This design comes from an exercise in tuning for small area, a short achievable clock period and few clock cycles on the open sky130 flow, not from production work. RTL that was checked went through simulation tests only; none was proved equivalent to the original. Power figures rest on the tool's default switching activity, not on a simulated workload.

==> module operand_prep, before the edit <==
module operand_prep (
    input  logic                            clk,
    input  logic                            rst,
    input  logic                            in_req,
    input  logic                            in_first,
    input  logic                            in_last,
    input  logic [GRID_SIZE*DATA_WIDTH-1:0] a_col,
    input  logic [GRID_SIZE*DATA_WIDTH-1:0] b_row,
    output logic                            in_ack,
    output logic                            start,
    output logic                            acc_en,
    output logic                            acc_clear,
    output logic                            acc_clear_d,
    output logic                            acc_fin,
    output logic [HALF*DVEC_WIDTH-1:0]      a_op,
    output logic [GRID_SIZE*DATA_WIDTH-1:0] b_op
);
    function automatic logic [2:0] booth_digit(input logic [2:0] g);
        booth_digit[0] = g[1] ^ g[0];
        booth_digit[1] = (g[2] & ~g[1] & ~g[0]) | (~g[2] & g[1] & g[0]);
        booth_digit[2] = g[2];
    endfunction
    function automatic logic [DVEC_WIDTH-1:0] booth_recode(input logic [DATA_WIDTH-1:0] v);
        logic [DATA_WIDTH:0] ext;
        ext = {v, 1'b0};
        for (int k = 0; k < NUM_DIGITS; k++) begin
            booth_recode[3*k +: 3] = booth_digit(ext[2*k +: 3]);
        end
    endfunction
    logic                       accept;
    logic                       ph_a;
    logic                       ph_b;
    logic                       ph_c;
    logic                       run_first;
    logic                       run_last;
    logic                       last_d;
    logic [HALF*DVEC_WIDTH-1:0] a_hi_dig;
    logic [HALF*DVEC_WIDTH-1:0] a_lo_dig;
    logic [HALF*DATA_WIDTH-1:0] a_lo_q;
    assign accept = in_req & ~in_ack;
    assign start  = accept & in_first;
    always_ff @(posedge clk or negedge rst) begin
        if (!rst) begin
            in_ack <= 1'b0;
            ph_a   <= 1'b0;
            ph_b   <= 1'b0;
            ph_c   <= 1'b0;
            acc_en <= 1'b0;
        end else begin
            in_ack <= in_req;
            ph_a   <= accept;
            ph_b   <= ph_a;
            ph_c   <= ph_b;
            acc_en <= ph_a | ph_b;
        end
    end
    always_comb begin
        for (int r = 0; r < HALF; r++) begin
            a_hi_dig[r*DVEC_WIDTH +: DVEC_WIDTH] = booth_recode(a_col[(r+HALF)*DATA_WIDTH +: DATA_WIDTH]);
            a_lo_dig[r*DVEC_WIDTH +: DVEC_WIDTH] = booth_recode(a_lo_q[r*DATA_WIDTH +: DATA_WIDTH]);
        end
    end
    always_ff @(posedge clk) begin
        a_lo_q <= a_col[0 +: HALF*DATA_WIDTH];
        a_op   <= accept ? a_hi_dig : a_lo_dig;
    end
    always_ff @(posedge clk) begin
        if (accept) begin
            run_first <= in_first;
            run_last  <= in_last;
            b_op      <= b_row;
        end
        if (ph_a) begin
            last_d  <= run_last;
        end
        acc_clear_d <= run_first;
    end
    assign acc_clear = run_first;
    assign acc_fin   = ph_c & last_d;
endmodule
export LEC_CHECK = 0
export CAP_MARGIN = 20
export CORE_MARGIN = 2
export CORE_UTILIZATION = 40
export SETUP_SLACK_MARGIN = 2.5
export SLEW_MARGIN = 20
export TNS_END_PERCENT = 100
create_clock -name core_clock -period 5.5 [get_ports {clk}]
standard.sh (not shown) runs the stock make flow with config.mk's settings and CLKGATE_MAP_FILE= SYNTH_SCRIPT=/design/flow/synth_recipe.tcl, a recipe that flattens the netlist after the stock synthesis.
==> flow/flow/run.sh <==
#!/bin/bash
# The standard layout (the standard.sh, standard synthesis included), with one change:
# the buffers that placement puts on every input and output port are sky130_fd_sc_hd__buf_2
# instead of the delay cell ORFS picks by default (clkdlybuf4s50_1, twice the area of buf_2).
set -euo pipefail
bash standard.sh 'BUFFER_PORTS_ARGS=-buffer_cell sky130_fd_sc_hd__buf_2' finish > standard_flow.log 2>&1
Testbench counts at the start, summed over its fixed seeds: cycles 3,614.
Change:
--- a/flow/design.v
+++ b/flow/design.v
@@ -45,9 +45,9 @@
     logic                       run_last;
     logic                       last_d;
     logic [HALF*DVEC_WIDTH-1:0] a_hi_dig;
     logic [HALF*DVEC_WIDTH-1:0] a_lo_dig;
-    logic [HALF*DATA_WIDTH-1:0] a_lo_q;
+    logic [HALF*DVEC_WIDTH-1:0] a_lo_q;
     assign accept = in_req & ~in_ack;
     assign start  = accept & in_first;
     always_ff @(posedge clk or negedge rst) begin
         if (!rst) begin
@@ -66,14 +66,14 @@
     end
     always_comb begin
         for (int r = 0; r < HALF; r++) begin
             a_hi_dig[r*DVEC_WIDTH +: DVEC_WIDTH] = booth_recode(a_col[(r+HALF)*DATA_WIDTH +: DATA_WIDTH]);
-            a_lo_dig[r*DVEC_WIDTH +: DVEC_WIDTH] = booth_recode(a_lo_q[r*DATA_WIDTH +: DATA_WIDTH]);
+            a_lo_dig[r*DVEC_WIDTH +: DVEC_WIDTH] = booth_recode(a_col[r*DATA_WIDTH +: DATA_WIDTH]);
         end
     end
     always_ff @(posedge clk) begin
-        a_lo_q <= a_col[0 +: HALF*DATA_WIDTH];
-        a_op   <= accept ? a_hi_dig : a_lo_dig;
+        a_lo_q <= a_lo_dig;
+        a_op   <= accept ? a_hi_dig : a_lo_q;
     end
     always_ff @(posedge clk) begin
         if (accept) begin
             run_first <= in_first;
Result: The new run completed with no timing, DRC or antenna violations. Utilization goes up by 0.27 points. Clock power falls by a few percent. Final area grows slightly. Setup slack degrades by 0.018 ns. Sequential cell count climbs by 8. Routed wire length went up by a little under a tenth. Maximum frequency drops slightly. Synthesized cell count increases slightly. Area after synthesis grows slightly. Non-clock buffer count grows by 10. Via count grows by a few percent.
Testbench counts after the change, summed over its fixed seeds: cycles 3,614.


north:
systolic_mac_top, a different RTL version from the one above (not shown whole).
For scale: ~3500 cells after synthesis, roughly 730 flip-flops, roughly 0.039 mm² of cells after synthesis.
==> module operand_prep, before the edit <==
module operand_prep (
    input  logic                            clk,
    input  logic                            rst,
    input  logic                            in_req,
    input  logic                            in_first,
    input  logic                            in_last,
    input  logic [GRID_SIZE*DATA_WIDTH-1:0] a_col,
    input  logic [GRID_SIZE*DATA_WIDTH-1:0] b_row,
    output logic                            in_ack,
    output logic                            start,
    output logic                            acc_en,
    output logic                            acc_clear,
    output logic                            acc_fin,
    output logic [HALF*DVEC_WIDTH-1:0]      a_op,
    output logic [GRID_SIZE*DATA_WIDTH-1:0] b_op
);
    function automatic logic [2:0] booth_digit(input logic [2:0] g);
        booth_digit[0] = g[1] ^ g[0];
        booth_digit[1] = (g[2] & ~g[1] & ~g[0]) | (~g[2] & g[1] & g[0]);
        booth_digit[2] = g[2];
    endfunction
    function automatic logic [DVEC_WIDTH-1:0] booth_recode(input logic [DATA_WIDTH-1:0] v);
        logic [DATA_WIDTH:0] ext;
        ext = {v, 1'b0};
        for (int k = 0; k < NUM_DIGITS; k++) begin
            booth_recode[3*k +: 3] = booth_digit(ext[2*k +: 3]);
        end
    endfunction
    logic                       accept;
    logic                       ph_a;
    logic                       ph_b;
    logic                       ph_c;
    logic                       run_first;
    logic                       run_last;
    logic                       last_d;
    logic [HALF*DVEC_WIDTH-1:0] a_hi_dig;
    logic [HALF*DVEC_WIDTH-1:0] a_lo_dig;
    logic [HALF*DVEC_WIDTH-1:0] a_lo_q;
    assign accept = in_req & ~in_ack;
    assign start  = accept & in_first;
    always_ff @(posedge clk or negedge rst) begin
        if (!rst) begin
            in_ack <= 1'b0;
            ph_a   <= 1'b0;
            ph_b   <= 1'b0;
            ph_c   <= 1'b0;
            acc_en <= 1'b0;
        end else begin
            in_ack <= in_req;
            ph_a   <= accept;
            ph_b   <= ph_a;
            ph_c   <= ph_b;
            acc_en <= ph_a | ph_b;
        end
    end
    always_comb begin
        for (int r = 0; r < HALF; r++) begin
            a_hi_dig[r*DVEC_WIDTH +: DVEC_WIDTH] = booth_recode(a_col[(r+HALF)*DATA_WIDTH +: DATA_WIDTH]);
            a_lo_dig[r*DVEC_WIDTH +: DVEC_WIDTH] = booth_recode(a_col[r*DATA_WIDTH +: DATA_WIDTH]);
        end
    end
    always_ff @(posedge clk) begin
        a_lo_q <= a_lo_dig;
        a_op   <= accept ? a_hi_dig : a_lo_q;
    end
    always_ff @(posedge clk) begin
        if (accept) begin
            run_first <= in_first;
            run_last  <= in_last;
            b_op      <= b_row;
        end
        if (ph_a) begin
            last_d  <= run_last;
        end
    end
    assign acc_clear = run_first;
    assign acc_fin   = ph_c & last_d;
endmodule
clock: 5.5 ns
lec_check: 0
cap_margin: 20
core_margin: 2
core_utilization: 40
setup_slack_margin: 2.0
slew_margin: 20
tns_end_percent: 100
run.sh (not shown) runs the stock make flow with config.mk's settings and CLKGATE_MAP_FILE= SYNTH_SCRIPT=/design/flow/synth_recipe.tcl, a recipe that flattens the netlist after the stock synthesis.
Stock flow here: none of the scripts above is used.
north | status: complete | timing, DRC, antenna: pass
Testbench counts of north, summed over its fixed seeds: cycles 3,614.
Modified inputs, south compared to north
--- a/flow/design.v
+++ b/flow/design.v
@@ -52,17 +52,15 @@
         if (!rst) begin
             in_ack <= 1'b0;
             ph_a   <= 1'b0;
             ph_b   <= 1'b0;
             ph_c   <= 1'b0;
-            acc_en <= 1'b0;
         end else begin
             in_ack <= in_req;
             ph_a   <= accept;
             ph_b   <= ph_a;
             ph_c   <= ph_b;
-            acc_en <= ph_a | ph_b;
         end
     end
     always_comb begin
         for (int r = 0; r < HALF; r++) begin
             a_hi_dig[r*DVEC_WIDTH +: DVEC_WIDTH] = booth_recode(a_col[(r+HALF)*DATA_WIDTH +: DATA_WIDTH]);
@@ -81,10 +79,11 @@
         end
         if (ph_a) begin
             last_d  <= run_last;
         end
     end
+    assign acc_en    = ph_b | ph_c;
     assign acc_clear = run_first;
     assign acc_fin   = ph_c & last_d;
 endmodule
 `timescale 1ns/1ps
 import systolic_pkg::*;
Notes after the runs:
Vias after detailed routing, north and south, higher one = north.
Compared with north, south shows a higher met3 routed wirelength.
Taking north as the reference, in south internal power shows no meaningful change; initial cell density of the core saw little to no change.
Between north and south, adder-cell share of the synthesized area increased.
The run showing the smaller critical path depth is north.
Per the comparison of south with north, share of total power in the clock network grew by 1.1 points; total grt overflow stayed essentially flat; wire length rose by about 2.8%; sum of buffers and inverters on the critical path up 1.
Per the comparison of south with north, final design instance area without fill now smaller; worst slack on hold paths rose 7.9 ps; count of clock buffers in the final design +23.
No functional check of the RTL was part of south.


== v6 ==
systolic_mac_top with an RTL version that a note above also has.
Size: roughly 3200 cells after synthesis, about 640 flip-flops, about 0.036 mm² of cells after synthesis.
Settings: LEC_CHECK=0, CAP_MARGIN=20, CORE_MARGIN=2, CORE_UTILIZATION=40, CTS_CLUSTER_DIAMETER=100, CTS_CLUSTER_SIZE=20, SETUP_SLACK_MARGIN=2.7, SLEW_MARGIN=20, TNS_END_PERCENT=100; clock period 5.5 ns.
standard.sh (not shown) runs the stock make flow with config.mk's settings and CLKGATE_MAP_FILE= SYNTH_SCRIPT=/design/flow/synth_recipe.tcl, a recipe that flattens the netlist after the stock synthesis.
==> flow/flow/run.sh <==
#!/bin/bash
# The standard layout (the standard.sh, standard synthesis included), with one change:
# the buffers that placement puts on every input and output port are sky130_fd_sc_hd__buf_1
# instead of the delay cell ORFS picks by default (clkdlybuf4s50_1, twice the area of buf_2).
set -euo pipefail
bash standard.sh 'BUFFER_PORTS_ARGS=-buffer_cell sky130_fd_sc_hd__buf_1' finish > standard_flow.log 2>&1
v6 closes out successfully: all stages finished, all timing, DRC and antenna checks passed.
Testbench counts of v6, summed over its fixed seeds: cycles 3,614.
What v7 does differently from v6 at the input level:
--- a/flow/design.v
+++ b/flow/design.v
@@ -214,16 +214,17 @@
     logic s1_72;
     logic s1_73;
     logic s1_74;
     logic s1_75;
     logic s1_76;
     logic s1_77;
     logic s1_78;
     logic r0_q0;
+    logic r1_q0;
     logic r0_q1;
     logic r1_q1;
     logic r0_q2;
     logic r1_q2;
     logic r0_q3;
     logic r1_q3;
     logic r0_q4;
     logic r1_q4;
@@ -371,16 +372,17 @@
     assign s1_73 = s1_44 ^ s1_45 ^ base[12];
     assign s1_74 = (s1_44 & s1_45) | (s1_44 & base[12]) | (s1_45 & base[12]);
     assign s1_75 = s1_46 ^ s1_47 ^ 1'b1;
     assign s1_76 = (s1_46 & s1_47) | (s1_46 & 1'b1) | (s1_47 & 1'b1);
     assign s1_77 = s1_48 ^ pp3_8n ^ base[14];
     assign s1_78 = (s1_48 & pp3_8n) | (s1_48 & base[14]) | (pp3_8n & base[14]);
     always_ff @(posedge clk) begin
         r0_q0 <= s1_49;
+        r1_q0 <= base[0];
         r0_q1 <= s1_50;
         r1_q1 <= s1_51;
         r0_q2 <= s1_52;
         r1_q2 <= s1_53;
         r0_q3 <= s1_54;
         r1_q3 <= s1_55;
         r0_q4 <= s1_56;
         r1_q4 <= s1_57;
@@ -421,17 +423,17 @@
     assign row0[12] = r0_q12;
     assign row0[13] = r0_q13;
     assign row0[14] = r0_q14;
     assign row0[15] = yb[15];
     assign row0[16] = yb[16];
     assign row0[17] = yb[17];
     assign row0[18] = yb[18];
     assign row0[19] = yb[19];
-    assign row1[0] = yb[0];
+    assign row1[0] = r1_q0;
     assign row1[1] = r1_q1;
     assign row1[2] = r1_q2;
     assign row1[3] = r1_q3;
     assign row1[4] = r1_q4;
     assign row1[5] = r1_q5;
     assign row1[6] = r1_q6;
     assign row1[7] = r1_q7;
     assign row1[8] = r1_q8;
[summary]
- Summary of the comparison: via count is higher in v7, relative to v6.
- Global-route wire length before repair: v7 > v6
- Proportion of final cell area spent on non-clock buffers | v7 below v6
- v7 does worse than v6 on final worst-path setup slack.
- [v7] initial antenna violation count fell 6 relative to v6
- Relative to v6, number of flops mapped to enable cells by yosys decreased by 8 in v7.
- The more densely filled core belongs to v6, not v7.
Testbench counts of v7, summed over its fixed seeds: cycles 3,614.

what the ideal ports hide:
The results above use ideal ports. As a check the final layouts listed here were re-extracted and re-timed, cells and wires unchanged.
Step 1, drivers: a clkbuf_16 drives clk and a buf_2 each remaining input, both assumed.
Step 2 also shifts input and output timing later by t, the mid clock arrival at the registers, as if the neighbouring blocks saw the same clock.
Three values: no drivers, after step 1, after step 2; two values: the first two.
run	t, ns	setup WS [ns]	latest minus earliest clock arrival (ns)	slew at the worst register clock pin (ns)	worst data-port slew with drivers (ns)
the first run of note 1	0.694	2.611 / 2.611 / 2.611	0.022 / 0.022	0.06 / 0.06	0.14
the second run of note 1	0.677	2.593 / 2.593 / 2.593	0.033 / 0.033	0.06 / 0.06	0.15
north	0.714	2.287 / 2.287 / 2.287	0.019 / 0.019	0.07 / 0.07	0.17
south	0.706	2.286 / 2.286 / 2.286	0.037 / 0.037	0.07 / 0.07	0.10
v6	0.647	2.765 / 2.765 / 2.447	0.031 / 0.031	0.09 / 0.09	0.14
v7	0.647	2.757 / 2.757 / 2.538	0.027 / 0.027	0.09 / 0.09	0.19
After both steps every run listed still meets setup and hold. For v6, which loses most, drivers alone change the setup slack by 0.000 ns; drivers and shift together by -0.318 ns.
